This design comes from an exercise in tuning for small area, a short achievable clock period and few clock cycles on the open sky130 flow, not from production work. RTL that was checked went through simulation tests only; none was proved equivalent to the original. No functional check of the RTL was part of run 1. No activity file was given, so power comes from the tool's default toggle rates.

==> design.v <==
package txdma_pkg;
    typedef logic [31:0] desc_t;         
    typedef logic [31:0] addr_t;         
    typedef logic [31:0] data_t;         
    typedef logic [7:0]  byte_t;         
    typedef logic [6:0]  bd_index_t;     
    typedef logic [8:0]  tx_status_t;    
    localparam int BIT_READY  = 15;      
    localparam int BIT_IRQ    = 14;      
    localparam int BIT_WRAP   = 13;      
    localparam int BIT_PAD    = 12;
    localparam int BIT_CRC    = 11;
    localparam tx_status_t STAT_ERR_MASK = 9'h10F;
endpackage
module eth_txdma #(
    parameter int DEPTH = 7                       
) (
    input  logic                  clk,
    input  logic                  reset,
    input  logic                  tx_en,
    input  txdma_pkg::bd_index_t  max_tx_bd,
    input  logic                  bd_wait,
    input  txdma_pkg::desc_t      bd_desc,
    input  txdma_pkg::addr_t      bd_ptr,
    input  txdma_pkg::tx_status_t tx_stat,
    input  logic                  tx_stat_valid,
    output logic                  bd_read,
    output logic                  bd_write,
    output txdma_pkg::bd_index_t  bd_index,
    output txdma_pkg::desc_t      bd_writedata,
    output logic                  tx_stat_ack,
    output logic                  per_packet_pad,
    output logic                  per_packet_crc,
    output logic                  txb_irq,
    output logic                  txe_irq,
    input  logic                  av_waitrequest,
    input  txdma_pkg::data_t      av_readdata,
    input  logic                  av_readdatavalid,
    output logic                  av_read,
    output txdma_pkg::addr_t      av_address,
    input  logic                  tx_ack,
    output txdma_pkg::byte_t      tx_data,
    output logic                  tx_dv,
    output logic                  tx_sop,
    output logic                  tx_eop
);
    localparam int FIFO_AW = 3;                  
    logic        st_rd;                  
    logic        st_dma;                 
    logic        st_wr;                  
    logic [15:0] len;                    
    logic [5:0]  flags;                  
    txdma_pkg::tx_status_t stat;         
    logic        take;
    logic        wr_ok;
    logic        stat_err;
    assign bd_read     = st_rd;
    assign bd_write    = st_wr;
    assign take        = st_rd & ~bd_wait & bd_desc[txdma_pkg::BIT_READY];
    assign wr_ok       = st_wr & ~bd_wait;
    assign stat_err    = |(stat & txdma_pkg::STAT_ERR_MASK);
    assign bd_writedata   = {len, 1'b0, flags, stat};
    assign per_packet_pad = flags[txdma_pkg::BIT_PAD - 9];
    assign per_packet_crc = flags[txdma_pkg::BIT_CRC - 9];
    always_ff @(posedge clk or posedge reset) begin
        if (reset) begin
            st_rd       <= 1'b0;
            st_dma      <= 1'b0;
            st_wr       <= 1'b0;
            tx_stat_ack <= 1'b0;
            txb_irq     <= 1'b0;
            txe_irq     <= 1'b0;
            bd_index    <= '0;
        end else begin
            tx_stat_ack <= st_dma & tx_stat_valid & ~tx_stat_ack;
            txb_irq     <= wr_ok & flags[txdma_pkg::BIT_IRQ - 9] & ~stat_err;
            txe_irq     <= wr_ok & flags[txdma_pkg::BIT_IRQ - 9] & stat_err;
            if (tx_en & ~st_rd & ~st_dma & ~st_wr) begin
                st_rd <= 1'b1;
            end
            if (take) begin
                st_rd  <= 1'b0;
                st_dma <= 1'b1;
            end
            if (tx_stat_ack) begin
                st_dma <= 1'b0;
                st_wr  <= 1'b1;
            end
            if (wr_ok) begin
                st_wr <= 1'b0;
                st_rd <= 1'b1;
                if (flags[txdma_pkg::BIT_WRAP - 9] || bd_index == max_tx_bd) begin
                    bd_index <= '0;
                end else begin
                    bd_index <= bd_index + 7'd1;
                end
            end
        end
    end
    always_ff @(posedge clk) begin
        if (take) begin
            len   <= bd_desc[31:16];
            flags <= bd_desc[14:9];
        end
    end
    logic [29:0]        addr;            
    logic [13:0]        wcnt;            
    logic               more;            
    logic               more_nx;         
    logic [2:0]         occ;             
    logic               full_nx;         
    logic               rd_ok;
    logic               pop;
    assign av_address = {addr, 2'b00};
    assign rd_ok      = av_read & ~av_waitrequest;
    assign more_nx    = more & ((|wcnt[13:1]) | (wcnt[0] & (|len[1:0])) | ~rd_ok);
    assign full_nx    = ((occ == 3'(DEPTH)) & ~(pop & ~rd_ok)) | ((occ == 3'(DEPTH - 1)) & rd_ok & ~pop);
    always_ff @(posedge clk or posedge reset) begin
        if (reset) begin
            occ     <= '0;
            av_read <= 1'b0;
            more    <= 1'b0;
        end else begin
            av_read <= take | (st_dma & more_nx & ~full_nx);
            more    <= take | more_nx;
            if (rd_ok & ~pop) begin
                occ <= occ + 3'd1;
            end else if (pop & ~rd_ok) begin
                occ <= occ - 3'd1;
            end
        end
    end
    always_ff @(posedge clk) begin
        if (take) begin
            addr <= bd_ptr[31:2];
            wcnt <= bd_desc[31:18];
        end else if (rd_ok) begin
            addr <= addr + 30'd1;
            wcnt <= wcnt - 14'd1;
        end else if (tx_stat_ack) begin
            wcnt[8:0] <= tx_stat;
        end
    end
    assign stat = wcnt[8:0];
    txdma_pkg::data_t   mem [DEPTH];
    logic [FIFO_AW-1:0] wptr;
    logic [DEPTH-1:0]   rsel;            
    txdma_pkg::data_t   head;
    logic [2:0]         stored;          
    always_ff @(posedge clk or posedge reset) begin
        if (reset) begin
            wptr   <= '0;
            rsel   <= DEPTH'(1);
            stored <= '0;
        end else begin
            if (av_readdatavalid) begin
                wptr <= (wptr == FIFO_AW'(DEPTH - 1)) ? '0 : wptr + 1'b1;
            end
            if (pop) begin
                rsel <= {rsel[DEPTH-2:0], rsel[DEPTH-1]};
            end
            if (av_readdatavalid & ~pop) begin
                stored <= stored + 3'd1;
            end else if (pop & ~av_readdatavalid) begin
                stored <= stored - 3'd1;
            end
        end
    end
    always_ff @(posedge clk) begin
        if (av_readdatavalid) mem[wptr] <= av_readdata;
    end
    always_comb begin
        head = '0;
        for (int i = 0; i < DEPTH; i++) begin
            head = head | (mem[i] & {32{rsel[i]}});
        end
    end
    logic [31:0] cw;                     
    logic [1:0]  lane;                   
    logic        cw_final;               
    logic        first;                  
    logic        final_w;                
    logic        shift;
    assign tx_data = cw[7:0];
    assign final_w = ~more & (occ == 3'd1);
    assign cw_final = ~more & (occ == 3'd0);
    assign shift   = tx_dv & tx_ack & ~tx_eop & (lane != 2'd3);
    assign pop     = (|stored) & (~tx_dv | (tx_ack & (lane == 2'd3)));
    always_ff @(posedge clk or posedge reset) begin
        if (reset) begin
            tx_dv <= 1'b0;
        end else if (pop) begin
            tx_dv <= 1'b1;
        end else if (tx_ack & (tx_eop | (lane == 2'd3))) begin
            tx_dv <= 1'b0;
        end
    end
    always_ff @(posedge clk) begin
        if (take) begin
            first <= 1'b1;
        end else if (pop) begin
            first <= 1'b0;
        end
        if (pop) begin
            cw       <= head;
            lane     <= 2'd0;
            tx_sop   <= first;
            tx_eop   <= final_w & (len[1:0] == 2'd1);
        end else if (shift) begin
            cw[23:0] <= cw[31:8];
            lane     <= lane + 2'd1;
            tx_sop   <= 1'b0;
            tx_eop   <= cw_final & (lane == len[1:0] - 2'd2);
        end
    end
endmodule
==> flow/run.sh <==
#!/bin/bash
# Standard layout, with plain buffers (not delay cells) on the ports.
set -euo pipefail
export BUFFER_PORTS_ARGS="-buffer_cell sky130_fd_sc_hd__buf_2"
bash standard.sh finish > standard.log 2>&1
==> standard.sh <==
#!/bin/bash
# synth_recipe.tcl (not shown) runs the flow's synth.tcl, then flattens the netlist and writes it again
# the make line also repeats each setting of config.mk as NAME=value (left out here)
make -C /OpenROAD-flow-scripts/flow DESIGN_CONFIG=/design/flow/config.mk WORK_HOME=/design/flow/orfs CLKGATE_MAP_FILE= SYNTH_SCRIPT=/design/flow/synth_recipe.tcl "${@:-finish}"
==> config.mk <==
export PLATFORM = sky130hd
export DESIGN_NAME = eth_txdma
export DESIGN_NICKNAME = eth_txdma
export VERILOG_FILES = /design/flow/design.v
export SDC_FILE = /design/flow/constraint.sdc
export NUM_CORES = 4
export LEC_CHECK = 0
export ABC_CLOCK_PERIOD_IN_PS = 2200
export CAP_MARGIN = 20
export CORE_MARGIN = 2
export CORE_UTILIZATION = 65
export CTS_CLUSTER_DIAMETER = 100
export CTS_CLUSTER_SIZE = 26
export PLACE_DENSITY = 0.72
export SETUP_SLACK_MARGIN = 2.8
export SLEW_MARGIN = 20
==> constraint.sdc <==
create_clock -name core_clock -period 5.0 [get_ports {clk}]
set_input_delay 1.0000 -clock core_clock [delete_from_list [all_inputs] [get_ports {clk}]]
set_output_delay 1.0000 -clock core_clock [all_outputs]
set_load 0.01 [all_outputs]
==> results of run 1 <==
==> layout make-up <==
class / count / share of cell area (%)
sequential: 359 / 64.7
multi-input combinational: 504 / 21.5
timing repair buffer: 245 / 8.33
clock buffer: 28 / 2.85
tap: 280 / 2.14
inverter: 15 / 0.397
antenna: 4 / 0.0611
clock inverter: 1 / 0.0382
==> logic make-up (layout without fill, tap and decap cells) <==
group,after synthesis,in the layout,share of synthesized area (%)
AO/OA/AOI/OAI,206,206,10.5
XOR/XNOR,52,52,3.18
adder cells (fa/ha/maj),13,13,1.19
buffers and inverters,85,289,2.84
flip-flops,359,359,73.9
multiplexers,13,13,0.995
other,1,7,0.0262
AND/OR/NAND/NOR,215,217,7.41
==> placed cells by master, fill, tap and decap left out, drive strengths merged, types with 17 or more instances in the layout <==
master | synthesis | final
a221oi | 24 | 24
a222oi | 32 | 32
a22o | 24 | 24
a22oi | 17 | 17
a31oi | 24 | 24
buf | 31 | 245
clkbuf | 39 | 28
dfrtp | 31 | 31
edfxtp | 324 | 324
nand2 | 76 | 76
nand3 | 24 | 24
nor2 | 54 | 55
o21ai | 57 | 57
xnor2 | 24 | 24
xor2 | 28 | 28
==> what timing repair did <==
action | in CTS | in global routing
endpoints found under the setup margin | 138 | 113
cloned | 2 | 0
resized for setup | 6 | 14
pin swaps | 2 | 2
buffers inserted | 20 | 19
==> path summary, 6_finish.rpt <==
| kind | startpoint | endpoint | slack [ns] | cells after the start |
|---|---|---|---|---|
| setup / recovery | wcnt[5] | bd_writedata[5] | 2.81 | 1 |
| hold reg to reg | stored[2] | stored[2] | 0.48 | 1 |
| min in group asynchronous | reset | more | 0.56 | 3 |
| hold / removal | stored[2] | stored[2] | 0.48 | 1 |
| max in group asynchronous | reset | rsel[6] | 4.10 | 3 |
| setup reg to reg | wptr[2] | mem[6][17] | 2.87 | 3 |
==> flip-flops by register name, summed over array words and instances (netlist names), 2 cells and up <==
register  flops
mem         224
cw           32
addr         30
len          16
wcnt         14
bd_index      7
rsel          7
flags         6
occ           3
stored        3
wptr          3
lane          2
==> per-stage QoR <==
stage	instances	hold WS [ns]	cell area, sq um	util [%]
3_5_place_dp	1362	0.464	15500	71.4
5_1_grt	1434	0.506	16400	75.3
4_1_cts	1413	0.479	16200	74.4
3_3_place_gp	1362	0.462	15500	71.4
6_report	1436	0.478	16400	75.4
2_1_floorplan	946	0.440	14500	-
==> power by group through the flow <==
| stage | registers (mW) | logic (mW) | clock network, mW |
|---|---|---|---|
| after CTS | 4.40 | 1.83 | 1.54 |
| after global placement | 4.51 | 1.60 | 0 |
| after detailed placement | 4.53 | 1.65 | 0 |
| after floorplan | 4.45 | 1.12 | 0 |
| final | 4.38 | 1.92 | 1.52 |
| after global routing | 4.44 | 2.11 | 1.64 |
==> routing by layer <==
| metal | vias up | routed length [um] | GRT usage, % |
|---|---|---|---|
| li1 | 4059 | - | - |
| met1 | 4325 | 12700 | 38.0 |
| met2 | 439 | 15800 | 44.9 |
| met3 | 36 | 3020 | 5.40 |
| met4 | 0 | 456 | 6.39 |
| met5 | - | 0 | 0 |
==> summary.txt, run 1 <==
* Clock network fraction of design power at about a fifth
* Fraction of post-synthesis cell area in the top cell type by area at between 60% and 70%
* Nets at 1275
* Warning count from the yosys run at 1
* Highest Clock Rate at 458 MHz
* Main flop type after synthesis: edfxtp_1
* Vertical die dimension at 152 um
* Cell Area, Synth at 14300 sq um
* Launching element type of the critical path: flop
* Mean routed wirelength per cell at 22.3 um
* Routed Antenna Nets at 0
* Clock latency on the worst-skew pair at 0.52 ns
* Fin Clk Skew at ~0.029 ns
* Total CTS buffers at 17
* Number of max-cap violations at 0
* Overflow left after global routing at 0
* Fraction of layout instances using a drive strength above 1 at ~28%
* Highest fanout seen on the critical path at 3
* Clock H-tree levels at 1
* Flop pwr share at 56.0%
* Post-placement setup slack at ~1.9 ns
* Root buffer cell: clkbuf_16
* VDD IR-drop max at roughly 0.0003 V
* Via-per-instance ratio at around 6
* Vias in the first global route at roughly 8600
* Initial antenna violation count at 4
* Iteration-0 DRC count of the detailed router at between 700 and 800
* Critical-path cell with the highest stage delay: edfxtp_1
* Static leakage at 5.77 nW
* Count of standard-cell rows at 54
* Signed area change from the synthesized netlist to the final layout at 14.4%
* Count of input and output buffers at 195
* # clock sinks at around 360
* Num ports at 210
* Part of the total power dissipated in combinational logic at between 20 and 25%
* Classification of the worst-slack hold path: reg2reg
* Dominant delay contributor by cell family on the critical path: flip-flops
* Final count of pins violating max slew at 0
* Gpl congestion at between 0.8 and 0.9
* First-pass DRT Iterations at 5
* Synth top cells by count: edfxtp_1, nand2_1, nor2_1, o21ai_0, clkbuf_1
* Unique masters post-synth at just over 60
* Pin slew with the least headroom to its limit at between 0.9 and 1 ns
* Endpoint type of the worst setup path: output pin
* Setup repair after global routing missed its margin: yes
* Total via count after detailed routing at 8859
* EDFF count, synth at roughly 320
* Largest net degree at the start of global routing at 52
* Aggregate negative setup slack at 0 ns
* Number of instances in the synthesized netlist at ~940
* Clk slew on worst S/H paths at around 0.11 ns
* Cell types with the largest area share after synthesis: edfxtp_1, dfrtp_1, a222oi_1
* First-pass GRT wire length at between 40000 and 50000 um
* Power Dens Cells at 478 nW/um^2
* WL final at around 32000 um
* Footprint of the flip-flops and latches at between 10000 and 15000 sq um
* Power, Total at 7.83 mW
* Design internal power at 5.44 mW
* Run status: timing/DRC/antenna clean
* Crit-path cells: buf_6
* Post-synthesis sequential area ratio at 73.9%
* Hold violation total from the final report at 0
* Mean area per synthesized cell at between 15 and 20 sq um
* Die Area at roughly 23000 sq um
* Post-synthesis sequential element count at 359
* TritonCTS clock tree: yes
* Count of unresolved DRC violations after routing at 0
* Share of the cycle needed by the critical path after routing at ~44%
* Top cell type by total area after synthesis: edfxtp_1
* Final setup vio count at 0
* HPWL after DPL at roughly 19000 um
* Most repeated cell in the gate-level netlist after synthesis: edfxtp_1
* Final worst-path setup slack at ~2.8 ns
* Async S/R FF share, synth at between 8 and 9%
* Post-layout minimum cycle time at 2.19 ns
* Worst max-slew margin expressed relative to the limit at roughly 40%
* Worst Path Required at ~4.0 ns
* Net load switching power at roughly 2.4 mW
* Die X at approximately 150 um
* WP data arrival at around 1.2 ns
* Area taken by multi-input logic gates at between 3000 and 4000 sq um
* Deepest clock path buffer count at 3
* Total buffers and inverters traversed by the critical path at 1
* Number of hold buffers added after cts at 0
* Initial Utilization at roughly two thirds
* Total GRT Usage at 27.1%
* Switching fraction of total power at a little under a third
* # fillers at between 1000 and 1500
* Critical Setup Path Class: reg2out
* CP peak stage delay at around 0.5 ns
* Floorplan Core Area at 21800 sq um
==> run 2, diff against run 1 <==
--- a/design.v
+++ b/design.v
@@ -183,7 +183,6 @@
     logic        shift;
     assign tx_data = cw[7:0];
     assign final_w = ~more & (occ == 3'd1);
-    assign cw_final = ~more & (occ == 3'd0);
     assign shift   = tx_dv & tx_ack & ~tx_eop & (lane != 2'd3);
     assign pop     = (|stored) & (~tx_dv | (tx_ack & (lane == 2'd3)));
     always_ff @(posedge clk or posedge reset) begin
@@ -204,6 +203,7 @@
         if (pop) begin
             cw       <= head;
             lane     <= 2'd0;
+            cw_final <= final_w;
             tx_sop   <= first;
             tx_eop   <= final_w & (len[1:0] == 2'd1);
         end else if (shift) begin
--- a/config.mk
+++ b/config.mk
@@ -8,9 +8,9 @@
 export ABC_CLOCK_PERIOD_IN_PS = 2200
 export CAP_MARGIN = 20
 export CORE_MARGIN = 2
-export CORE_UTILIZATION = 65
+export CORE_UTILIZATION = 72
 export CTS_CLUSTER_DIAMETER = 100
 export CTS_CLUSTER_SIZE = 26
-export PLACE_DENSITY = 0.72
+export PLACE_DENSITY = 0.8
 export SETUP_SLACK_MARGIN = 2.8
 export SLEW_MARGIN = 20
==> run 2 against run 1 <==
Effect of this change: sequential power hardly changed; cell area hardly changed; clock skew is 0.013 ns lower; setup slack better by 0.0063 ns; still clean; core utilization is 8.6 points higher; die area is 9.3% lower; largest cell class unchanged; global-route usage is 1.2 points higher; critical path type unchanged; critical path depth stayed put; fmax is 0.29% higher; clock-buffer cell count stayed put; flip-flop and latch count is 1 higher.
==> summary.txt, run 2 <==
* Root buffer cell: clkbuf_16 (unchanged)
* Synth top cells by count: edfxtp_1, nand2_1, o21ai_0, nor2_1, clkbuf_1 (was edfxtp_1, nand2_1, nor2_1, o21ai_0, clkbuf_1)
* Crit-path cells: buf_2 (was buf_6)
* Setup crit start: addr[0] (was wcnt[5])
* Registers with the most flip-flops: mem x224, cw x32, addr x30 (unchanged)
* Largest net degree at the start of global routing at 51 (was 52)
* First-pass GRT wire length at 46500 um (was 49100 um)
* Highest-count cells in the layout ignoring fill and taps: edfxtp_1, buf_2, nand2_1 (unchanged)
* First-pass DRT Iterations at 6 (was 5)
* Pin slew with the least headroom to its limit at 0.992 ns (was 0.909 ns)
* Critical Setup Path Class: reg2out (unchanged)
* Most Crowded Layer GR: met2 (unchanged)
* Highest Clock Rate at 459 MHz (was 458 MHz)
* Most repeated cell in the gate-level netlist after synthesis: edfxtp_1 (unchanged)
* Via-per-instance ratio at 6.27 (was 6.17)
* Aggregate negative setup slack at 0 ns (unchanged)
* Count of unresolved DRC violations after routing at 0 (unchanged)
* Flip-flop count of the largest register, all copies and words added at 224 (unchanged)
* Cell types with the largest area share after synthesis: edfxtp_1, dfrtp_1, nand2_1 (was edfxtp_1, dfrtp_1, a222oi_1)
* Count of standard-cell rows at 51 (was 54)
* Final setup vio count at 0 (unchanged)
* Area taken by multi-input logic gates at 3500 sq um (was 3530 sq um)
* # clock sinks at 360 (was 359)
* Die X at 145 um (was 152 um)
* CP peak stage delay at 0.49 ns (was 0.50 ns)
* Run status: timing/DRC/antenna clean (unchanged)
* Signed area change from the synthesized netlist to the final layout at 14.2% (was 14.4%)
* Clk slew on worst S/H paths at 0.11 ns (about the same)
* Nets at 1292 (was 1275)
* Leading cell type in the layout, fill and taps excluded: edfxtp_1 (unchanged)
* Vias in the first global route at 8565 (was 8601)
* Design Area, Final at 16400 sq um (about the same)
* Critical-path cell with the highest stage delay: edfxtp_1 (unchanged)
* Register name with the most flops: mem (unchanged)
* Gpl congestion at 0.815 (was 0.810)
* GR met1 Demand/Resource at 38.8% (was 38.0%)
* Critical R2R Launch: wcnt[7] (was wptr[2])
* Dominant delay contributor by cell family on the critical path: flip-flops (unchanged)
* Top cell type by total area after synthesis: edfxtp_1 (unchanged)
* Total via count after detailed routing at 9026 (was 8859)
* WL final at 30700 um (was 32000 um)
* Total CTS buffers at 17 (unchanged)
* Fraction of post-synthesis cell area in the top cell type by area at 68.0% (was 67.9%)
* VDD IR-drop max at 0.000363 V (was 0.000301 V)
* Iteration-0 DRC count of the detailed router at 926 (was 766)
* Setup repair after global routing missed its margin: no (was yes)
* Power Dens Cells at 474 nW/um^2 (was 478 nW/um^2)
* WP data arrival at 1.18 ns (was 1.19 ns)
* Clock H-tree levels at 1 (unchanged)
* Share of the cycle needed by the critical path after routing at 43.6% (was 43.7%)
* Mean area per synthesized cell at 14.9 sq um (was 15.2 sq um)
* Classification of the worst-slack hold path: reg2reg (unchanged)
* GR Layer Usage met2 at 47.8% (was 44.9%)
* Async S/R FF share, synth at 8.89% (was 8.91%)
* Cell area after placement at 15500 sq um (about the same)
* Number of instances in the synthesized netlist at 961 (was 944)
* Hold violation total from the final report at 0 (unchanged)
* Fraction of layout instances using a drive strength above 1 at 26.3% (was 27.7%)
* Initial antenna violation count at 5 (was 4)
* HPWL after DPL at 18100 um (was 18500 um)
* # fillers at 1003 (was 1384)
* Num ports at 210 (unchanged)
* Initial Utilization at 73.5% (was 65.9%)
* Total buffers and inverters traversed by the critical path at 1 (unchanged)
* Global-route track usage on met3 at 4.18% (was 5.40%)
* Number of hold buffers added after cts at 0 (unchanged)
* Endpoint type of the worst setup path: output pin (unchanged)
* Worst max-slew margin expressed relative to the limit at 33.7% (was 39.4%)
* Highest fanout seen on the critical path at 4 (was 3)
* Overflow left after global routing at 0 (unchanged)
* Deepest clock path buffer count at 3 (unchanged)
* Post-synthesis sequential element count at 360 (was 359)
* Hold path startpoint: first (was stored[2])
* Footprint of the flip-flops and latches at 10600 sq um (about the same)
* Launching element type of the critical path: flop (unchanged)
* EDFF count, synth at 325 (was 324)
* Cell Area, Synth at 14400 sq um (was 14300 sq um)
* Total GRT Usage at 28.3% (was 27.1%)
* Static leakage at 5.84 nW (was 5.77 nW)
* Main flop type after synthesis: edfxtp_1 (unchanged)
* Die Area at 21100 sq um (was 23300 sq um)
* Post-layout minimum cycle time at 2.18 ns (was 2.19 ns)
* Warning count from the yosys run at 1 (unchanged)
* Post-synthesis sequential area ratio at 74.0% (was 73.9%)
* Worst Path Required at 4.00 ns (about the same)
* Routed Antenna Nets at 0 (unchanged)
* TritonCTS clock tree: yes (unchanged)
* Unique masters post-synth at 52 (was 61)
* Final count of pins violating max slew at 0 (unchanged)
* Worst hold-check slack at 0.459 ns (was 0.478 ns)
* Clock latency on the worst-skew pair at 0.52 ns (about the same)
* Fin Clk Skew at 0.0165 ns (was 0.0291 ns)
* Floorplan Core Area at 19500 sq um (was 21800 sq um)
* Number of max-cap violations at 0 (unchanged)
* Mean routed wirelength per cell at 21.3 um (was 22.3 um)
* Vertical die dimension at 145 um (was 152 um)
* Count of input and output buffers at 195 (unchanged)
-- run 2: cell count changes after synthesis, moves of 3 or more --
cell / previous run / this run
xor2_1: 28 / 22
mux2_2: 10 / 3
o21ai_0: 54 / 60
buf_1: 7 / 3
a22o_1: 24 / 27
nor4b_1: 3 / 0
xnor2_1: 24 / 30
nand2_1: 76 / 97
and3_1: 3 / 11
nor2b_1: 3 / 7
clkbuf_1: 39 / 45
-- run 2: final timing paths --
path / end / slack [ns] / cells past startpoint
max: av_address[2] / 2.82 / 1
min: first / 0.46 / 2
max reg2reg: wcnt[13] / 2.89 / 6
min reg2reg: first / 0.46 / 2
max in group asynchronous: rsel[0] / 4.08 / 3
min in group asynchronous: bd_index[6] / 0.57 / 3
-- run 2: area by class of cell --
| cell class | instances | area share [%] |
|---|---|---|
| Clock buffer | 28 | 2.85 |
| Antenna cell | 4 | 0.0610 |
| Tap cell | 265 | 2.02 |
| Sequential cell | 360 | 64.8 |
| Multi-Input combinational cell | 521 | 21.4 |
| Timing Repair Buffer | 247 | 8.40 |
| Inverter | 13 | 0.389 |
| Clock inverter | 2 | 0.0839 |
-- run 2: worst min-delay path: stages (launching register included) --
cell and delay, ns:
dfxtp_1 0.33, nand2_1 0.05, nand2_1 0.04
-- run 2: per-layer routing --
layer | part of all wire [%] | routed length, um
met3 | 9.5 | 2900
met5 | 0.042 | 13
met2 | 50 | 15400
met4 | 2.4 | 749
met1 | 38 | 11600
-- run 2: power breakdown --
| group | internal, mW | switching, mW |
|---|---|---|
| Clock | 0.653 | 0.848 |
| Combinational | 0.722 | 1.18 |
| Sequential | 4.05 | 0.319 |
| Total | 5.42 | 2.34 |
-- run 2: logic make-up after synthesis --
| logic type | after synthesis | share of synthesized area, % |
|---|---|---|
| adder cells (fa/ha/maj) | 13 | 1.17 |
| flip-flops | 360 | 74.0 |
| AO/OA/AOI/OAI | 205 | 10.3 |
| buffers and inverters | 83 | 2.75 |
| XOR/XNOR | 52 | 3.17 |
| AND/OR/NAND/NOR | 241 | 8.18 |
| other | 1 | 0.0261 |
| multiplexers | 6 | 0.445 |
-- run 2: stage by stage --
| step | util, % | cells | setup WS, ns | power [mW] |
|---|---|---|---|---|
| CTS | 82.6 | 1406 | 2.80 | 7.67 |
| global route | 84.0 | 1440 | 2.80 | 8.10 |
| finish | 84.0 | 1440 | 2.82 | 7.77 |
| detailed placement | 79.6 | 1366 | 1.73 | 6.14 |
| global placement | 79.6 | 1365 | 1.76 | 6.07 |
| floorplan | - | 963 | 2.56 | 5.55 |
-- run 2: what timing repair did --
| action | in CTS | in global routing |
|---|---|---|
| cloned | 1 | 0 |
| endpoints found under the setup margin | 137 | 42 |
| pin swaps | 1 | 1 |
| buffers inserted | 9 | 30 |
| gates resized for setup | 10 | 6 |
Testbench counts of run 2, summed over its fixed seeds: cycles 204,684.
==> run 3, diff against run 2 <==
--- a/design.v
+++ b/design.v
@@ -12,9 +12,7 @@
     localparam int BIT_CRC    = 11;
     localparam tx_status_t STAT_ERR_MASK = 9'h10F;
 endpackage
-module eth_txdma #(
-    parameter int DEPTH = 7                       
-) (
+module eth_txdma (
     input  logic                  clk,
     input  logic                  reset,
     input  logic                  tx_en,
@@ -44,6 +42,7 @@
     output logic                  tx_sop,
     output logic                  tx_eop
 );
+    localparam int DEPTH   = 7;                  
     localparam int FIFO_AW = 3;                  
     logic        st_rd;                  
     logic        st_dma;                 
--- a/config.mk
+++ b/config.mk
@@ -8,9 +8,9 @@
 export ABC_CLOCK_PERIOD_IN_PS = 2200
 export CAP_MARGIN = 20
 export CORE_MARGIN = 2
-export CORE_UTILIZATION = 72
+export CORE_UTILIZATION = 65
 export CTS_CLUSTER_DIAMETER = 100
 export CTS_CLUSTER_SIZE = 26
-export PLACE_DENSITY = 0.8
+export PLACE_DENSITY = 0.72
 export SETUP_SLACK_MARGIN = 2.8
 export SLEW_MARGIN = 20
==> run 3 against run 2 <==
Effect of this change: still clean on timing, DRC and antenna; core utilization fell by 9.0 points; via count fell by 0.99%; total power fell by 0.28%; clock power barely moved; sequential share of layout area rose by 0.30 points; non-clock buffer count fell by 11; wire length rose by 2.6%; setup slack improved by 0.0047 ns; clock skew rose by 0.00067 ns; area after synthesis did not move; register-to-register slack improved by 0.04 ns; first-iteration DRC count rose by 4.6%.
==> summary.txt, run 3 <==
* Run status: timing/DRC/antenna clean (unchanged)
* Floorplan Core Area at 21800 sq um (was 19500 sq um)
* Vias in the first global route at 8491 (was 8565)
* Post-synthesis sequential area ratio at 74.0% (unchanged)
* Worst R2R Setup Slack at 2.93 ns (was 2.89 ns)
* First-pass GRT wire length at 48100 um (was 46500 um)
* Count of standard-cell rows at 54 (was 51)
* Worst Path Required at 4.00 ns (about the same)
* First-pass DRT Iterations at 6 (unchanged)
* Launching element type of the critical path: flop (unchanged)
* FF-to-FF End: cw[23] (was wcnt[13])
* Portion of netlist area occupied by mux cells at 0.445% (unchanged)
* Die X at 153 um (was 145 um)
* Share of the cycle needed by the critical path after routing at 43.5% (was 43.6%)
* Final count of pins violating max slew at 0 (unchanged)
* Fin Clk Skew at 0.0172 ns (was 0.0165 ns)
* Endpoint type of the worst setup path: output pin (unchanged)
* Number of instances in the synthesized netlist at 961 (unchanged)
* Critical R2R Launch: lane[0] (was wcnt[7])
* Count of input and output buffers at 195 (unchanged)
* Flip-flop count of the largest register, all copies and words added at 224 (unchanged)
* Endpoint of the worst hold path: first (unchanged)
* CP peak stage delay at 0.48 ns (was 0.49 ns)
* Final std cells w/o fill at 1441 (was 1440)
* Registers with the most flip-flops: mem x224, cw x32, addr x30 (unchanged)
* Register name with the most flops: mem (unchanged)
* Post-layout minimum cycle time at 2.17 ns (was 2.18 ns)
* Total via count after detailed routing at 8937 (was 9026)
* Hold violation total from the final report at 0 (unchanged)
* Signed area change from the synthesized netlist to the final layout at 13.7% (was 14.2%)
* # clock sinks at 360 (unchanged)
* Fraction of layout instances using a drive strength above 1 at 25.4% (was 26.3%)
* Total GRT Usage at 26.5% (was 28.3%)
* Die Area at 23300 sq um (was 21100 sq um)
* Crit-path cells: buf_2 (unchanged)
* Critical Setup Path Class: reg2out (unchanged)
* Count of unresolved DRC violations after routing at 0 (unchanged)
* # fillers at 1366 (was 1003)
* Gpl congestion at 0.803 (was 0.815)
* HPWL after DPL at 18300 um (was 18100 um)
* Area share of xor/xnor cells in the synthesized design at 3.17% (unchanged)
* Initial antenna violation count at 1 (was 5)
* Clock latency on the worst-skew pair at 0.52 ns (about the same)
* Iteration-0 DRC count of the detailed router at 969 (was 926)
* Initial Utilization at 66.0% (was 73.5%)
* Simple-Gate Fraction of Synth Area at 8.18% (unchanged)
* Pin slew with the least headroom to its limit at 0.999 ns (was 0.992 ns)
* Cell types with the largest area share after synthesis: edfxtp_1, dfrtp_1, nand2_1 (unchanged)
* Classification of the worst-slack hold path: reg2reg (unchanged)
* Fraction of the mapped netlist area in compound gates at 10.3% (unchanged)
* Routed Antenna Nets at 0 (unchanged)
* Cell Area, Synth at 14400 sq um (unchanged)
* Post-synthesis sequential element count at 360 (unchanged)
* Critical-path cell with the highest stage delay: edfxtp_1 (unchanged)
* Most repeated cell in the gate-level netlist after synthesis: edfxtp_1 (unchanged)
* Nets at 1282 (was 1292)
* Total CTS buffers at 17 (unchanged)
* Deepest clock path buffer count at 3 (unchanged)
* Hold path startpoint: first (unchanged)
* Synth top cells by count: edfxtp_1, nand2_1, o21ai_0, nor2_1, clkbuf_1 (unchanged)
* Total buffers and inverters traversed by the critical path at 1 (unchanged)
* TritonCTS clock tree: yes (unchanged)
* Clk slew on worst S/H paths at 0.10 ns (was 0.11 ns)
* Root buffer cell: clkbuf_16 (unchanged)
* Leading cell type in the layout, fill and taps excluded: edfxtp_1 (unchanged)
* Worst Hold Path Cells at 2 (unchanged)
* Number of cell instances on the worst register-to-register path at 5 (was 6)
* Dominant combinational cell family by area after synthesis: compound AO/OA/AOI/OAI gates (unchanged)
* Num ports at 210 (unchanged)
* WP data arrival at 1.17 ns (was 1.18 ns)
* Dominant delay contributor by cell family on the critical path: flip-flops (unchanged)
* Top cell type by total area after synthesis: edfxtp_1 (unchanged)
* Final setup vio count at 0 (unchanged)
* Highest fanout seen on the critical path at 5 (was 4)
* Async S/R FF share, synth at 8.89% (unchanged)
* Aggregate negative setup slack at 0 ns (unchanged)
* Warning count from the yosys run at 1 (unchanged)
* Overflow left after global routing at 0 (unchanged)
* WL final at 31500 um (was 30700 um)
* Power Dens Cells at 475 nW/um^2 (was 474 nW/um^2)
* Diodes inserted at 0 (was 4)
* Highest-count cells in the layout ignoring fill and taps: edfxtp_1, buf_2, nand2_1 (unchanged)
* Setup repair after global routing missed its margin: yes (was no)
* Via-per-instance ratio at 6.20 (was 6.27)
* Unique masters post-synth at 52 (unchanged)
* Mean area per synthesized cell at 14.9 sq um (unchanged)
* Footprint of the flip-flops and latches at 10600 sq um (unchanged)
* Fraction of post-synthesis cell area in the top cell type by area at 68.0% (unchanged)
* Number of hold buffers added after cts at 0 (unchanged)
* Vertical die dimension at 153 um (was 145 um)
* Mean routed wirelength per cell at 21.8 um (was 21.3 um)
* Static leakage at 5.79 nW (was 5.84 nW)
* Largest net degree at the start of global routing at 100 (was 51)
* Number of instances in the placed design at 1378 (was 1366)
* Synthesized-area fraction occupied by adder cells at 1.17% (unchanged)
* Number of max-cap violations at 0 (unchanged)
* VDD IR-drop max at 0.000308 V (was 0.000363 V)
* Area taken by multi-input logic gates at 3490 sq um (was 3500 sq um)
* Clock H-tree levels at 1 (unchanged)
* Main flop type after synthesis: edfxtp_1 (unchanged)
* Worst max-slew margin expressed relative to the limit at 33.3% (was 33.7%)
* EDFF count, synth at 325 (unchanged)
* Highest Clock Rate at 460 MHz (was 459 MHz)
run 3: cells by family after synthesis:
family,after synthesis
other,1
flip-flops,360
AO/OA/AOI/OAI,205
AND/OR/NAND/NOR,241
multiplexers,6
XOR/XNOR,52
adder cells (fa/ha/maj),13
buffers and inverters,83
run 3: power by group:
part           internal [mW]  switching [mW]
Combinational          0.686            1.17
Clock                  0.666           0.864
Sequential              4.05           0.309
Total                   5.40            2.34
run 3: area by class of cell:
class / count / area share (%)
Clock inverter: 2 / 0.0767
Timing Repair Buffer: 236 / 7.99
Tap cell: 280 / 2.15
Clock buffer: 28 / 2.92
Inverter: 13 / 0.345
Multi-Input combinational cell: 522 / 21.4
Sequential cell: 360 / 65.1
run 3: how the worst max path moves through the flow:
stage	startpoint	end	slack [ns]	depth (start not counted)
floorplan	tx_ack	stored[1]	2.56	8
global placement	tx_ack	cw[14]	1.73	5
detailed placement	tx_ack	cw[23]	1.71	7
CTS	lane[0]	cw[23]	2.76	7
finish	addr[22]	av_address[24]	2.83	1
global route	addr[10]	av_address[12]	2.80	1
run 3: per-layer routing:
layer / share of wire, % / vias up / track usage [%]
li1: - / 4080 / -
met1: 40 / 4371 / 38.0
met2: 49 / 434 / 43.8
met3: 8.7 / 50 / 3.75
met4: 2.1 / 2 / 6.88
met5: 0.041 / - / 0
run 3: timing repair:
item | CTS | global route
setup buffers | 11 | 20
setup endpoints to repair | 162 | 85
resized for setup | 8 | 5
gates cloned | 1 | 1
pin swaps | 1 | 1
run 3: per-stage QoR:
stage	worst slack, ns	instance area (sq um)	hold slack (ns)	power (mW)	util [%]
floorplan	2.56	14500	0.415	5.55	-
global placement	1.73	15500	0.425	6.08	71.4
detailed placement	1.71	15500	0.436	6.14	71.4
CTS	2.76	16100	0.453	7.70	74.2
global route	2.80	16300	0.478	8.14	75.0
finish	2.83	16300	0.453	7.75	75.0
Testbench counts of run 3, summed over its fixed seeds: cycles 204,684.
==> run 4, diff against run 3 <==
==> flow/run.sh (replaced) <==
#!/bin/bash
# Standard layout, with plain buffers (not delay cells) on the ports: a
# size-2 buffer on each input and a size-6 buffer on each output.
set -euo pipefail
export BUFFER_PORTS_ARGS="-inputs -buffer_cell sky130_fd_sc_hd__buf_2"
export PRE_GLOBAL_PLACE_TCL="$PWD/flow/buffer_outputs.tcl"
bash standard.sh finish > standard.log 2>&1
==> flow/buffer_outputs.tcl (new file) <==
# Buffer the output ports; the flow's own buffer_ports call then buffers the inputs.
buffer_ports -outputs -buffer_cell sky130_fd_sc_hd__buf_6
==> run 4 against run 3 <==
Effect of this change: cell area shrank 3.9%; final cell count shrank 8.5%; via count shrank 6.4%; die area is the same; sequential power grew 5.0%; non-clock buffer count shrank 118; setup slack gained 0.042 ns; critical path type is now in2reg; critical endpoint is now mem[6][6].
==> summary.txt, run 4 <==
* Run status: timing/DRC/antenna clean (unchanged)
* Design internal power at 5.22 mW (was 5.40 mW)
* Footprint of the flip-flops and latches at 10600 sq um (about the same)
* Die X at 153 um (unchanged)
* Worst Hold Path Cells at 2 (unchanged)
* Nets at 1165 (was 1282)
* Deepest clock path buffer count at 3 (unchanged)
* Highest Clock Rate at 469 MHz (was 460 MHz)
* Post-synthesis sequential element count at 360 (unchanged)
* # clock sinks at 360 (unchanged)
* Pin slew with the least headroom to its limit at 0.939 ns (was 0.999 ns)
* Die Area at 23300 sq um (unchanged)
* Fraction of post-synthesis cell area in the top cell type by area at 68.0% (unchanged)
* Total via count after detailed routing at 8361 (was 8937)
* Launching element type of the critical path: input port (was flop)
* GR Layer Usage met2 at 43.4% (was 43.8%)
* Cell Area, Synth at 14400 sq um (unchanged)
* Number of max-cap violations at 0 (unchanged)
* Fin Clk Skew at 0.0118 ns (was 0.0172 ns)
* Hold violation total from the final report at 0 (unchanged)
* Power Dens Cells at 478 nW/um^2 (was 475 nW/um^2)
* Crit-path cells: buf_2, nand2b_2, nor2_4, buf_4 (was buf_2)
* Fraction of layout instances using a drive strength above 1 at 17.3% (was 25.4%)
* Synth top cells by count: edfxtp_1, nand2_1, o21ai_0, nor2_1, clkbuf_1 (unchanged)
* First-pass DRT Iterations at 6 (unchanged)
* Initial Utilization at 66.0% (unchanged)
* Overflow left after global routing at 0 (unchanged)
* Final count of pins violating max slew at 0 (unchanged)
* Initial antenna violation count at 1 (unchanged)
* Critical Setup Path Class: in2reg (was reg2out)
* Async S/R FF share, synth at 8.89% (unchanged)
* Worst R2R Setup Slack at 2.94 ns (was 2.93 ns)
* Count of standard-cell rows at 54 (unchanged)
* Aggregate negative setup slack at 0 ns (unchanged)
* Worst Path Required at 5.21 ns (was 4.00 ns)
* Share of the cycle needed by the critical path after routing at 42.7% (was 43.5%)
* TritonCTS clock tree: yes (unchanged)
* Hold path startpoint: first (unchanged)
* FF-to-FF End: mem[3][10] (was cw[23])
* Routed Antenna Nets at 0 (unchanged)
* Flip-flop count of the largest register, all copies and words added at 224 (unchanged)
* VDD IR-drop max at 0.000306 V (was 0.000308 V)
* Count of unresolved DRC violations after routing at 0 (unchanged)
* EDFF count, synth at 325 (unchanged)
* Clock H-tree levels at 1 (unchanged)
* Cell types with the largest area share after synthesis: edfxtp_1, dfrtp_1, nand2_1 (unchanged)
* Vertical die dimension at 153 um (unchanged)
* Critical R2R Launch: wptr[1] (was lane[0])
* Highest fanout seen on the critical path at 12 (was 5)
* Endpoint of the worst hold path: first (unchanged)
* Worst max-slew margin expressed relative to the limit at 37.2% (was 33.3%)
* Clk slew on worst S/H paths at 0.10 ns (about the same)
* # fillers at 1400 (was 1366)
* Setup repair after global routing missed its margin: yes (unchanged)
* Floorplan Core Area at 21800 sq um (unchanged)
* Most Crowded Layer GR: met2 (unchanged)
* Area taken by multi-input logic gates at 3510 sq um (was 3490 sq um)
* Number of instances in the placed design at 1291 (was 1378)
* Endpoint type of the worst setup path: flop (was output pin)
* WP data arrival at 2.34 ns (was 1.17 ns)
* Leading cell type in the layout, fill and taps excluded: edfxtp_1 (unchanged)
* Diodes inserted at 0 (unchanged)
* Flop pwr share at 61.1% (was 56.3%)
* Critical-path cell with the highest stage delay: nor2_4 (was edfxtp_1)
* Mean routed wirelength per cell at 22.8 um (was 21.8 um)
* Main flop type after synthesis: edfxtp_1 (unchanged)
* CP peak stage delay at 0.52 ns (was 0.48 ns)
* Most repeated cell in the gate-level netlist after synthesis: edfxtp_1 (unchanged)
* First-pass GRT wire length at 46400 um (was 48100 um)
* GR met1 Demand/Resource at 35.4% (was 38.0%)
* Clock network fraction of design power at 20.6% (was 19.7%)
* Gpl congestion at 0.777 (was 0.803)
* Post-synthesis sequential area ratio at 74.0% (unchanged)
* Largest net degree at the start of global routing at 58 (was 100)
* Signed area change from the synthesized netlist to the final layout at 9.21% (was 13.7%)
* Vias in the first global route at 8116 (was 8491)
* Worst hold-check slack at 0.448 ns (was 0.453 ns)
* Num ports at 210 (unchanged)
* Registers with the most flip-flops: mem x224, cw x32, addr x30 (unchanged)
* Mean area per synthesized cell at 14.9 sq um (unchanged)
* Post-layout minimum cycle time at 2.13 ns (was 2.17 ns)
* Register name with the most flops: mem (unchanged)
* Final std cells w/o fill at 1318 (was 1441)
* Warning count from the yosys run at 1 (unchanged)
* Via-per-instance ratio at 6.34 (was 6.20)
* Cell area after placement at 15100 sq um (was 15500 sq um)
* Highest-count cells in the layout ignoring fill and taps: edfxtp_1, buf_2, nand2_1 (unchanged)
* Switching fraction of total power at 30.2% (was 30.3%)
* Total GRT Usage at 25.6% (was 26.5%)
* Clock latency on the worst-skew pair at 0.52 ns (about the same)
* Root buffer cell: clkbuf_16 (unchanged)
* Global-route track usage on met3 at 4.81% (was 3.75%)
* Count of input and output buffers at 195 (unchanged)
* Number of instances in the synthesized netlist at 961 (unchanged)
* WL final at 30000 um (was 31500 um)
* Iteration-0 DRC count of the detailed router at 734 (was 969)
* Top cell type by total area after synthesis: edfxtp_1 (unchanged)
* Part of the total power dissipated in combinational logic at 18.3% (was 24.0%)
* Design Area, Final at 15700 sq um (was 16300 sq um)
* Final setup vio count at 0 (unchanged)
* Classification of the worst-slack hold path: reg2reg (unchanged)
* Net load switching power at 2.26 mW (was 2.34 mW)
* Static leakage at 5.29 nW (was 5.79 nW)
* Number of cell instances on the worst register-to-register path at 3 (was 5)
* Total CTS buffers at 17 (unchanged)
* Unique masters post-synth at 52 (unchanged)
* Number of hold buffers added after cts at 0 (unchanged)
* HPWL after DPL at 17400 um (was 18300 um)
==> run 4: worst max-delay path by stage <==
stage,from,endpoint,cells after the start
2_1_floorplan,tx_ack,stored[1],8
3_3_place_gp,bd_wait,addr[18],6
3_5_place_dp,bd_wait,addr[11],6
4_1_cts,lane[0],cw[21],7
5_1_grt,addr[0],addr[28],6
6_report,av_readdatavalid,mem[6][6],4
==> run 4: what timing repair did <==
| action | in CTS | in global routing |
|---|---|---|
| pin swaps | 2 | 1 |
| setup buffers | 0 | 0 |
| gates resized for setup | 10 | 6 |
| setup endpoints to repair | 178 | 36 |
| gates cloned | 3 | 0 |
==> run 4: layout make-up <==
cell class                      instances  share of cell area [%]
Clock buffer                           22                    2.83
Clock inverter                          2                   0.247
Inverter                               13                   0.375
Multi-Input combinational cell        522                    22.4
Sequential cell                       360                    67.8
Tap cell                              280                    2.23
Timing Repair Buffer                  118                    4.05
Timing Repair inverter                  1                  0.0399
==> run 4: through the flow <==
stage	setup slack (ns)	util, %	total power [mW]
global placement	1.81	69.4	5.92
global route	2.76	72.1	7.85
floorplan	2.56	-	5.55
detailed placement	1.79	69.4	5.97
CTS	2.83	71.9	7.52
finish	2.87	72.1	7.49
==> run 4: logic make-up after synthesis <==
group | Yosys count | share of synthesized area, %
AO/OA/AOI/OAI | 205 | 10.3
multiplexers | 6 | 0.445
XOR/XNOR | 52 | 3.17
AND/OR/NAND/NOR | 241 | 8.18
flip-flops | 360 | 74.0
buffers and inverters | 83 | 2.75
adder cells (fa/ha/maj) | 13 | 1.17
other | 1 | 0.0261
==> run 4: worst max-delay path: cells and delay by family <==
| kind | cells | cell delay (ns) |
|---|---|---|
| buffers and inverters | 2 | 0.55 |
| and+or+nand+nor | 2 | 0.79 |
==> run 4: power groups by stage <==
stage / sequential, mW / clock (mW) / combinational, mW
final: 4.58 / 1.54 / 1.37
after global routing: 4.64 / 1.67 / 1.54
after CTS: 4.57 / 1.57 / 1.37
after detailed placement: 4.64 / 0 / 1.33
after global placement: 4.62 / 0 / 1.30
after floorplan: 4.45 / 0 / 1.10
==> run 4: metal layers <==
layer  vias up  wire length, um  part of all wire, %
met1      4103            12000                   40
met4         2              568                  1.9
met2       382            14900                   50
met3        41             2540                  8.5
li1       3833                -                    -
met5         -               13                0.043
==> run 5, diff against run 4 <==
==> flow/run.sh (replaced) <==
#!/bin/bash
# Standard layout, with plain buffers (not delay cells) on the ports: a
# size-2 buffer on each input and a size-4 buffer on each output.
set -euo pipefail
export BUFFER_PORTS_ARGS="-inputs -buffer_cell sky130_fd_sc_hd__buf_2"
export PRE_GLOBAL_PLACE_TCL="$PWD/flow/buffer_outputs.tcl"
bash standard.sh finish > standard.log 2>&1
==> flow/buffer_outputs.tcl (replaced) <==
# Buffer the output ports; the flow's own buffer_ports call then buffers the inputs.
buffer_ports -outputs -buffer_cell sky130_fd_sc_hd__buf_4
==> run 5 against run 4 <==
Effect of this change: combinational power about the same; worst hold slack unchanged; sequential power barely moved; non-clock buffer count unchanged; final cell count stayed put; sequential share of layout area is the same; critical endpoint unchanged.
==> summary.txt, run 5 <==
* Launching element type of the critical path: input port (unchanged)
* Final setup vio count at 0 (unchanged)
* Deepest clock path buffer count at 3 (unchanged)
* Clk slew on worst S/H paths at 0.10 ns (about the same)
* Flip-flop count of the largest register, all copies and words added at 224 (unchanged)
* Largest net degree at the start of global routing at 58 (unchanged)
* # clock sinks at 360 (unchanged)
* Endpoint type of the worst setup path: flop (unchanged)
* Setup crit start: av_readdatavalid (unchanged)
* Run status: timing/DRC/antenna clean (unchanged)
* Total GRT Usage at 25.6% (unchanged)
* Signed area change from the synthesized netlist to the final layout at 9.21% (unchanged)
* Number of gates on the worst path with buffers counted at 4 (unchanged)
* Post-synthesis sequential area ratio at 74.0% (unchanged)
* Total via count after detailed routing at 8361 (unchanged)
* Hold violation total from the final report at 0 (unchanged)
* Clock H-tree levels at 1 (unchanged)
* Iteration-0 DRC count of the detailed router at 734 (unchanged)
* Gpl congestion at 0.777 (unchanged)
* Worst Path Required at 5.21 ns (about the same)
* First-pass DRT Iterations at 6 (unchanged)
* Initial Utilization at 66.0% (unchanged)
* Cell types with the largest area share after synthesis: edfxtp_1, dfrtp_1, nand2_1 (unchanged)
* Most repeated cell in the gate-level netlist after synthesis: edfxtp_1 (unchanged)
* Leading cell type in the layout, fill and taps excluded: edfxtp_1 (unchanged)
* Highest-count cells in the layout ignoring fill and taps: edfxtp_1, buf_2, nand2_1 (unchanged)
* WP data arrival at 2.34 ns (about the same)
* Top cell type by total area after synthesis: edfxtp_1 (unchanged)
* Count of standard-cell rows at 54 (unchanged)
* Initial antenna violation count at 1 (unchanged)
* Routed Antenna Nets at 0 (unchanged)
* Cell Area, Synth at 14400 sq um (unchanged)
* Critical Setup Path Class: in2reg (unchanged)
* VDD IR-drop max at 0.000306 V (unchanged)
* Classification of the worst-slack hold path: reg2reg (unchanged)
* Clock latency on the worst-skew pair at 0.52 ns (about the same)
* Crit-path cells: buf_2, nand2b_2, nor2_4, buf_4 (unchanged)
* Total buffers and inverters traversed by the critical path at 2 (unchanged)
* Power, Total at 7.49 mW (unchanged)
* Total CTS buffers at 17 (unchanged)
* Number of instances in the synthesized netlist at 961 (unchanged)
* TritonCTS clock tree: yes (unchanged)
* Mean area per synthesized cell at 14.9 sq um (unchanged)
* Floorplan Core Area at 21800 sq um (unchanged)
* Die Area at 23300 sq um (unchanged)
* Highest fanout seen on the critical path at 12 (unchanged)
* Capturing instance or port of the critical path: mem[6][6] (unchanged)
* Pin slew with the least headroom to its limit at 0.939 ns (unchanged)
* # fillers at 1400 (unchanged)
* WL final at 30000 um (unchanged)
* Number of cell instances on the worst register-to-register path at 3 (unchanged)
* Count of input and output buffers at 195 (unchanged)
* Final count of pins violating max slew at 0 (unchanged)
* Post-synthesis sequential element count at 360 (unchanged)
* Registers with the most flip-flops: mem x224, cw x32, addr x30 (unchanged)
* EDFF count, synth at 325 (unchanged)
* First-pass GRT wire length at 46400 um (unchanged)
* Root buffer cell: clkbuf_16 (unchanged)
* Highest Clock Rate at 469 MHz (unchanged)
* Fraction of post-synthesis cell area in the top cell type by area at 68.0% (unchanged)
* Vertical die dimension at 153 um (unchanged)
* Nets at 1165 (unchanged)
* Aggregate negative setup slack at 0 ns (unchanged)
* Setup repair after global routing missed its margin: yes (unchanged)
* Dominant delay contributor by cell family on the critical path: simple AND/OR/NAND/NOR gates (unchanged)
* Synth top cells by count: edfxtp_1, nand2_1, o21ai_0, nor2_1, clkbuf_1 (unchanged)
* Static leakage at 5.29 nW (unchanged)
* Critical R2R Launch: wptr[1] (unchanged)
* Die X at 153 um (unchanged)
* Via-per-instance ratio at 6.34 (unchanged)
* Power Dens Cells at 478 nW/um^2 (unchanged)
* Mean routed wirelength per cell at 22.8 um (unchanged)
* Vias in the first global route at 8116 (unchanged)
* Critical-path cell with the highest stage delay: nor2_4 (unchanged)
* Num ports at 210 (unchanged)
* Hold path startpoint: first (unchanged)
* Fraction of layout instances using a drive strength above 1 at 17.3% (unchanged)
* Post-layout minimum cycle time at 2.13 ns (unchanged)
* Diodes inserted at 0 (unchanged)
* HPWL after DPL at 17400 um (unchanged)
* Main flop type after synthesis: edfxtp_1 (unchanged)
* Count of unresolved DRC violations after routing at 0 (unchanged)
* Share of the cycle needed by the critical path after routing at 42.7% (unchanged)
* Register name with the most flops: mem (unchanged)
* FF-to-FF End: mem[3][10] (unchanged)
* Overflow left after global routing at 0 (unchanged)
* Warning count from the yosys run at 1 (unchanged)
* Unique masters post-synth at 52 (unchanged)
* Worst R2R Setup Slack at 2.94 ns (about the same)
* CP peak stage delay at 0.52 ns (about the same)
* Number of max-cap violations at 0 (unchanged)
* Async S/R FF share, synth at 8.89% (unchanged)
* Fin Clk Skew at 0.0118 ns (unchanged)
* Worst max-slew margin expressed relative to the limit at 37.2% (unchanged)
==> run 5: cell families (layout without fill, tap and decap cells) <==
family / after synthesis / in the layout / share of synthesized area [%]
buf+inv: 83 / 156 / 2.75
other cells: 1 / 3 / 0.0261
fa+ha+maj: 13 / 13 / 1.17
flops: 360 / 360 / 74.0
xor+xnor: 52 / 52 / 3.17
simple gates: 241 / 243 / 8.18
mux: 6 / 6 / 0.445
compound gates: 205 / 205 / 10.3
==> run 5: tightest hold or removal path, cell delays in order (launching register included) <==
cell and delay [ns]:
dfxtp_1 0.32, nand2_1 0.05, nand2_1 0.05
==> run 5: how the worst min path moves through the flow <==
stage | to | slack (ns) | cells past startpoint
after global placement | first | 0.43 | 2
after detailed placement | first | 0.44 | 2
final | first | 0.45 | 2
after global routing | first | 0.48 | 2
after floorplan | first | 0.42 | 2
after CTS | first | 0.45 | 2
==> run 5: area by class of cell <==
cell class	instances	area, sq um	share of cell area (%)
Multi-Input combinational cell	522	3510	22.4
Inverter	13	58.8	0.375
Clock buffer	22	444	2.83
Sequential cell	360	10600	67.8
Timing Repair inverter	1	6.26	0.0399
Timing Repair Buffer	118	636	4.05
Tap cell	280	350	2.23
Clock inverter	2	38.8	0.247
==> run 5: routing by layer <==
metal | vias up | wire, um | track usage [%]
met5 | - | 13 | 0
met4 | 2 | 568 | 5.69
met3 | 41 | 2540 | 4.81
met2 | 382 | 14900 | 43.4
met1 | 4103 | 12000 | 35.4
li1 | 3833 | - | -
==> run 5: through the flow <==
| step | instance area [sq um] | hold slack [ns] | setup slack [ns] | cells | util [%] |
|---|---|---|---|---|---|
| final | 15700 | 0.448 | 2.87 | 1318 | 72.1 |
| after global routing | 15700 | 0.481 | 2.76 | 1318 | 72.1 |
| after detailed placement | 15100 | 0.438 | 1.79 | 1291 | 69.4 |
| after global placement | 15100 | 0.426 | 1.81 | 1291 | 69.4 |
| after floorplan | 14500 | 0.415 | 2.56 | 963 | - |
| after CTS | 15600 | 0.454 | 2.83 | 1318 | 71.9 |
==> run 5: power by group <==
part	switching [mW]	internal [mW]	leakage, nW	total, mW
logic	0.889	0.479	1.63	1.37
clock network	0.855	0.686	0.234	1.54
registers	0.519	4.06	3.42	4.58
==> run 5: timing repair <==
action                     4_1_cts  5_1_grt
setup buffers                    0        0
gates cloned                     3        0
hold buffers                     0        0
pin swaps                        2        1
setup endpoints to repair      178       36
gates resized for setup         10        6
==> run 6, diff against run 5 <==
==> flow/run.sh (replaced) <==
#!/bin/bash
# Standard layout, with plain buffers (not delay cells) on the ports: a
# size-4 buffer on each output (the flow's own buffer_ports call) and a
# size-2 buffer on each input (added before placement repair).
set -euo pipefail
export BUFFER_PORTS_ARGS="-outputs -buffer_cell sky130_fd_sc_hd__buf_4"
export PRE_RESIZE_TCL="$PWD/flow/buffer_inputs.tcl"
bash standard.sh finish > standard.log 2>&1
==> flow/buffer_inputs.tcl (new file) <==
# Buffer the input ports; the flow's own buffer_ports call buffered the outputs.
buffer_ports -inputs -buffer_cell sky130_fd_sc_hd__buf_2
removed: flow/buffer_outputs.tcl
==> run 6 against run 5 <==
Effect of this change: fmax is 2.2% lower; clock power about the same; die area did not move; clock skew grew 0.0020 ns; clock-buffer cell count grew 7; highest routed layer is now met4; first-iteration DRC count rose by 24%; total power increased by 5.9%.
==> summary.txt, run 6 <==
* First-pass DRT Iterations at 7 (was 6)
* VDD IR-drop max at 0.000343 V (was 0.000306 V)
* Leading cell type in the layout, fill and taps excluded: edfxtp_1 (unchanged)
* Final setup vio count at 0 (unchanged)
* Hold path startpoint: first (unchanged)
* Registers with the most flip-flops: mem x224, cw x32, addr x30 (unchanged)
* Setup repair after global routing missed its margin: yes (unchanged)
* Floorplan Core Area at 21800 sq um (unchanged)
* Number of cell instances on the worst register-to-register path at 6 (was 3)
* WL final at 31800 um (was 30000 um)
* Setup crit start: addr[0] (was av_readdatavalid)
* Pin slew with the least headroom to its limit at 1.05 ns (was 0.939 ns)
* Critical R2R Launch: addr[0] (was wptr[1])
* Unique masters post-synth at 52 (unchanged)
* Top cell type by total area after synthesis: edfxtp_1 (unchanged)
* Share of the cycle needed by the critical path after routing at 43.6% (was 42.7%)
* Deepest clock path buffer count at 3 (unchanged)
* Count of input and output buffers at 87 (was 195)
* Routed Antenna Nets at 0 (unchanged)
* Hold violation total from the final report at 0 (unchanged)
* Total buffers and inverters traversed by the critical path at 1 (was 2)
* Die Area at 23300 sq um (unchanged)
* Mean area per synthesized cell at 14.9 sq um (unchanged)
* Gpl congestion at 0.802 (was 0.777)
* Capturing instance or port of the critical path: av_address[2] (was mem[6][6])
* Dominant delay contributor by cell family on the critical path: flip-flops (was simple AND/OR/NAND/NOR gates)
* Launching element type of the critical path: flop (was input port)
* Crit-path cells: buf_4 (was buf_2, nand2b_2, nor2_4, buf_4)
* Highest fanout seen on the critical path at 4 (was 12)
* Mean routed wirelength per cell at 22.0 um (was 22.8 um)
* Fraction of post-synthesis cell area in the top cell type by area at 68.0% (unchanged)
* Net load switching power at 2.40 mW (was 2.26 mW)
* Total CTS buffers at 17 (unchanged)
* Warning count from the yosys run at 1 (unchanged)
* Worst Path Required at 4.00 ns (was 5.21 ns)
* Static leakage at 5.88 nW (was 5.29 nW)
* Root buffer cell: clkbuf_16 (unchanged)
* Number of max-cap violations at 0 (unchanged)
* Cell types with the largest area share after synthesis: edfxtp_1, dfrtp_1, nand2_1 (unchanged)
* WP data arrival at 1.18 ns (was 2.34 ns)
* EDFF count, synth at 325 (unchanged)
* Final std cells w/o fill at 1444 (was 1318)
* Clock H-tree levels at 1 (unchanged)
* Aggregate negative setup slack at 0 ns (unchanged)
* Clk slew on worst S/H paths at 0.10 ns (about the same)
* Die X at 153 um (unchanged)
* Highest-count cells in the layout ignoring fill and taps: edfxtp_1, buf_4, buf_2 (was edfxtp_1, buf_2, nand2_1)
* Flip-flop count of the largest register, all copies and words added at 224 (unchanged)
* Critical-path cell with the highest stage delay: edfxtp_1 (was nor2_4)
* Number of instances in the synthesized netlist at 961 (unchanged)
* Iteration-0 DRC count of the detailed router at 910 (was 734)
* Most repeated cell in the gate-level netlist after synthesis: edfxtp_1 (unchanged)
* Area taken by multi-input logic gates at 3490 sq um (was 3510 sq um)
* CP peak stage delay at 0.48 ns (was 0.52 ns)
* Part of the total power dissipated in combinational logic at 25.2% (was 18.3%)
* Fin Clk Skew at 0.0138 ns (was 0.0118 ns)
* Nets at 1285 (was 1165)
* Fraction of layout instances using a drive strength above 1 at 25.6% (was 17.3%)
* Final worst-path setup slack at 2.82 ns (was 2.87 ns)
* Initial Utilization at 66.0% (unchanged)
* Count of unresolved DRC violations after routing at 0 (unchanged)
* Endpoint type of the worst setup path: output pin (was flop)
* Vias in the first global route at 8793 (was 8116)
* Synth top cells by count: edfxtp_1, nand2_1, o21ai_0, nor2_1, clkbuf_1 (unchanged)
* Post-synthesis sequential element count at 360 (unchanged)
* Register name with the most flops: mem (unchanged)
* Count of standard-cell rows at 54 (unchanged)
* FF-to-FF End: addr[28] (was mem[3][10])
* Cell Area, Synth at 14400 sq um (unchanged)
* Classification of the worst-slack hold path: reg2reg (unchanged)
* HPWL after DPL at 18700 um (was 17400 um)
* TritonCTS clock tree: yes (unchanged)
* Post-placement setup slack at 1.64 ns (was 1.79 ns)
* Worst R2R Setup Slack at 2.89 ns (was 2.94 ns)
* Design internal power at 5.53 mW (was 5.22 mW)
* Run status: timing/DRC/antenna clean (unchanged)
* First-pass GRT wire length at 48700 um (was 46400 um)
* Clock network fraction of design power at 19.6% (was 20.6%)
* Switching fraction of total power at 30.2% (about the same)
* Final count of pins violating max slew at 0 (unchanged)
* Vertical die dimension at 153 um (unchanged)
* Largest net degree at the start of global routing at 54 (was 58)
* Critical Setup Path Class: reg2out (was in2reg)
* Number of instances in the placed design at 1380 (was 1291)
* Overflow left after global routing at 0 (unchanged)
* # fillers at 1288 (was 1400)
* Worst hold-check slack at 0.477 ns (was 0.448 ns)
* Post-synthesis sequential area ratio at 74.0% (unchanged)
* Worst max-slew margin expressed relative to the limit at 29.6% (was 37.2%)
* Num ports at 210 (unchanged)
* Number of gates on the worst path with buffers counted at 1 (was 4)
* Main flop type after synthesis: edfxtp_1 (unchanged)
* Highest Clock Rate at 458 MHz (was 469 MHz)
* Via-per-instance ratio at 6.26 (was 6.34)
* Post-layout minimum cycle time at 2.18 ns (was 2.13 ns)
* Diodes inserted at 0 (unchanged)
* Footprint of the flip-flops and latches at 10600 sq um (about the same)
* Initial antenna violation count at 0 (was 1)
* Signed area change from the synthesized netlist to the final layout at 15.5% (was 9.21%)
* Total via count after detailed routing at 9038 (was 8361)
* Total GRT Usage at 26.6% (was 25.6%)
* Async S/R FF share, synth at 8.89% (unchanged)
* Clock latency on the worst-skew pair at 0.52 ns (about the same)
* # clock sinks at 360 (unchanged)
* Flop pwr share at 55.2% (was 61.1%)
* Power Dens Cells at 478 nW/um^2 (about the same)
run 6: area by class of cell:
type,instances,share of cell area (%)
clock buffer,29,2.97
clock inverter,1,0.0528
inverter,13,0.438
multi-input combinational,521,21.0
sequential,360,64.1
tap,280,2.11
timing repair buffer,240,9.26
run 6: per-stage QoR:
| stage | utilization (%) | power [mW] | instance area [sq um] |
|---|---|---|---|
| 6_report | 76.2 | 7.93 | 16600 |
| 5_1_grt | 76.2 | 8.31 | 16600 |
| 4_1_cts | 75.4 | 7.88 | 16400 |
| 3_5_place_dp | 72.5 | 6.27 | 15800 |
| 3_3_place_gp | 70.0 | 6.09 | 15200 |
| 2_1_floorplan | - | 5.55 | 14500 |
run 6: cells by family (layout without fill, tap and decap cells):
family	count (synthesis)	after routing	share of synthesized area, %
compound gates	205	205	10.3
xor+xnor	52	52	3.17
fa+ha+maj	13	13	1.17
buf+inv	83	283	2.75
flops	360	360	74.0
mux	6	6	0.445
other cells	1	3	0.0261
simple gates	241	242	8.18
run 6: repair_timing:
item / CTS / global route
cloned: 1 / 0
hold buffers: 0 / 0
buffers inserted: 13 / 20
gates resized for setup: 10 / 6
setup endpoints to repair: 149 / 51
hold endpoints to repair: 0 / 0
pin swaps: 0 / 3
run 6: per-layer routing:
metal	global-route usage [%]	vias up	routed length (um)	part of all wire [%]
met4	6.70	0	563	1.8
met1	36.1	4472	12200	38
met3	3.24	38	2710	8.5
met5	0	-	0	0
met2	46.6	457	16300	51
li1	-	4071	-	-
run 6: worst min path at each step:
stage | endpoint | cells past startpoint | slack (ns)
after floorplan | first | 2 | 0.42
after global routing | first | 2 | 0.48
final | first | 2 | 0.48
after global placement | first | 2 | 0.42
after CTS | first | 2 | 0.48
after detailed placement | first | 2 | 0.46
run 6: power by group through the flow:
stage | Sequential, mW | Combinational [mW] | Clock (mW)
2_1_floorplan | 4.45 | 1.10 | 0
3_3_place_gp | 4.46 | 1.63 | 0
3_5_place_dp | 4.51 | 1.76 | 0
4_1_cts | 4.39 | 1.91 | 1.58
5_1_grt | 4.43 | 2.18 | 1.69
6_report | 4.37 | 2.00 | 1.55

==> static timing again, ports no longer ideal <==
No port has a modelled driver above. Below, the same layouts with a new extraction and two added sets of constraints. Step 1 (the two cells are an assumption about what drives the block):
set clk [get_ports {clk}]
set_driving_cell -lib_cell sky130_fd_sc_hd__clkbuf_16 $clk
set_driving_cell -lib_cell sky130_fd_sc_hd__buf_2 [delete_from_list [all_inputs] $clk]
Step 2, shift: input delay + t, output delay - t, t = (earliest + latest rising clock arrival at the registers) / 2. This alone moves slack from input paths to output paths. Three values: ideal ports, drivers, drivers and shift; two values: the first two.
| run | t (ns) | setup slack, ns | latest minus earliest clock arrival (ns) | worst register clock-pin slew, ns |
|---|---|---|---|---|
| run 1 | 0.549 | 2.814 / 2.769 / 2.405 | 0.030 / 0.031 | 0.11 / 0.11 |
| run 2 | 0.552 | 2.821 / 2.774 / 2.397 | 0.018 / 0.019 | 0.11 / 0.11 |
| run 3 | 0.556 | 2.825 / 2.776 / 2.322 | 0.018 / 0.019 | 0.10 / 0.10 |
| run 4 | 0.559 | 2.867 / 2.853 / 2.318 | 0.012 / 0.012 | 0.11 / 0.11 |
| run 5 | 0.559 | 2.867 / 2.853 / 2.318 | 0.012 / 0.012 | 0.11 / 0.11 |
| run 6 | 0.558 | 2.818 / 2.771 / 2.410 | 0.017 / 0.017 | 0.10 / 0.10 |
After both steps every run listed still meets setup and hold.
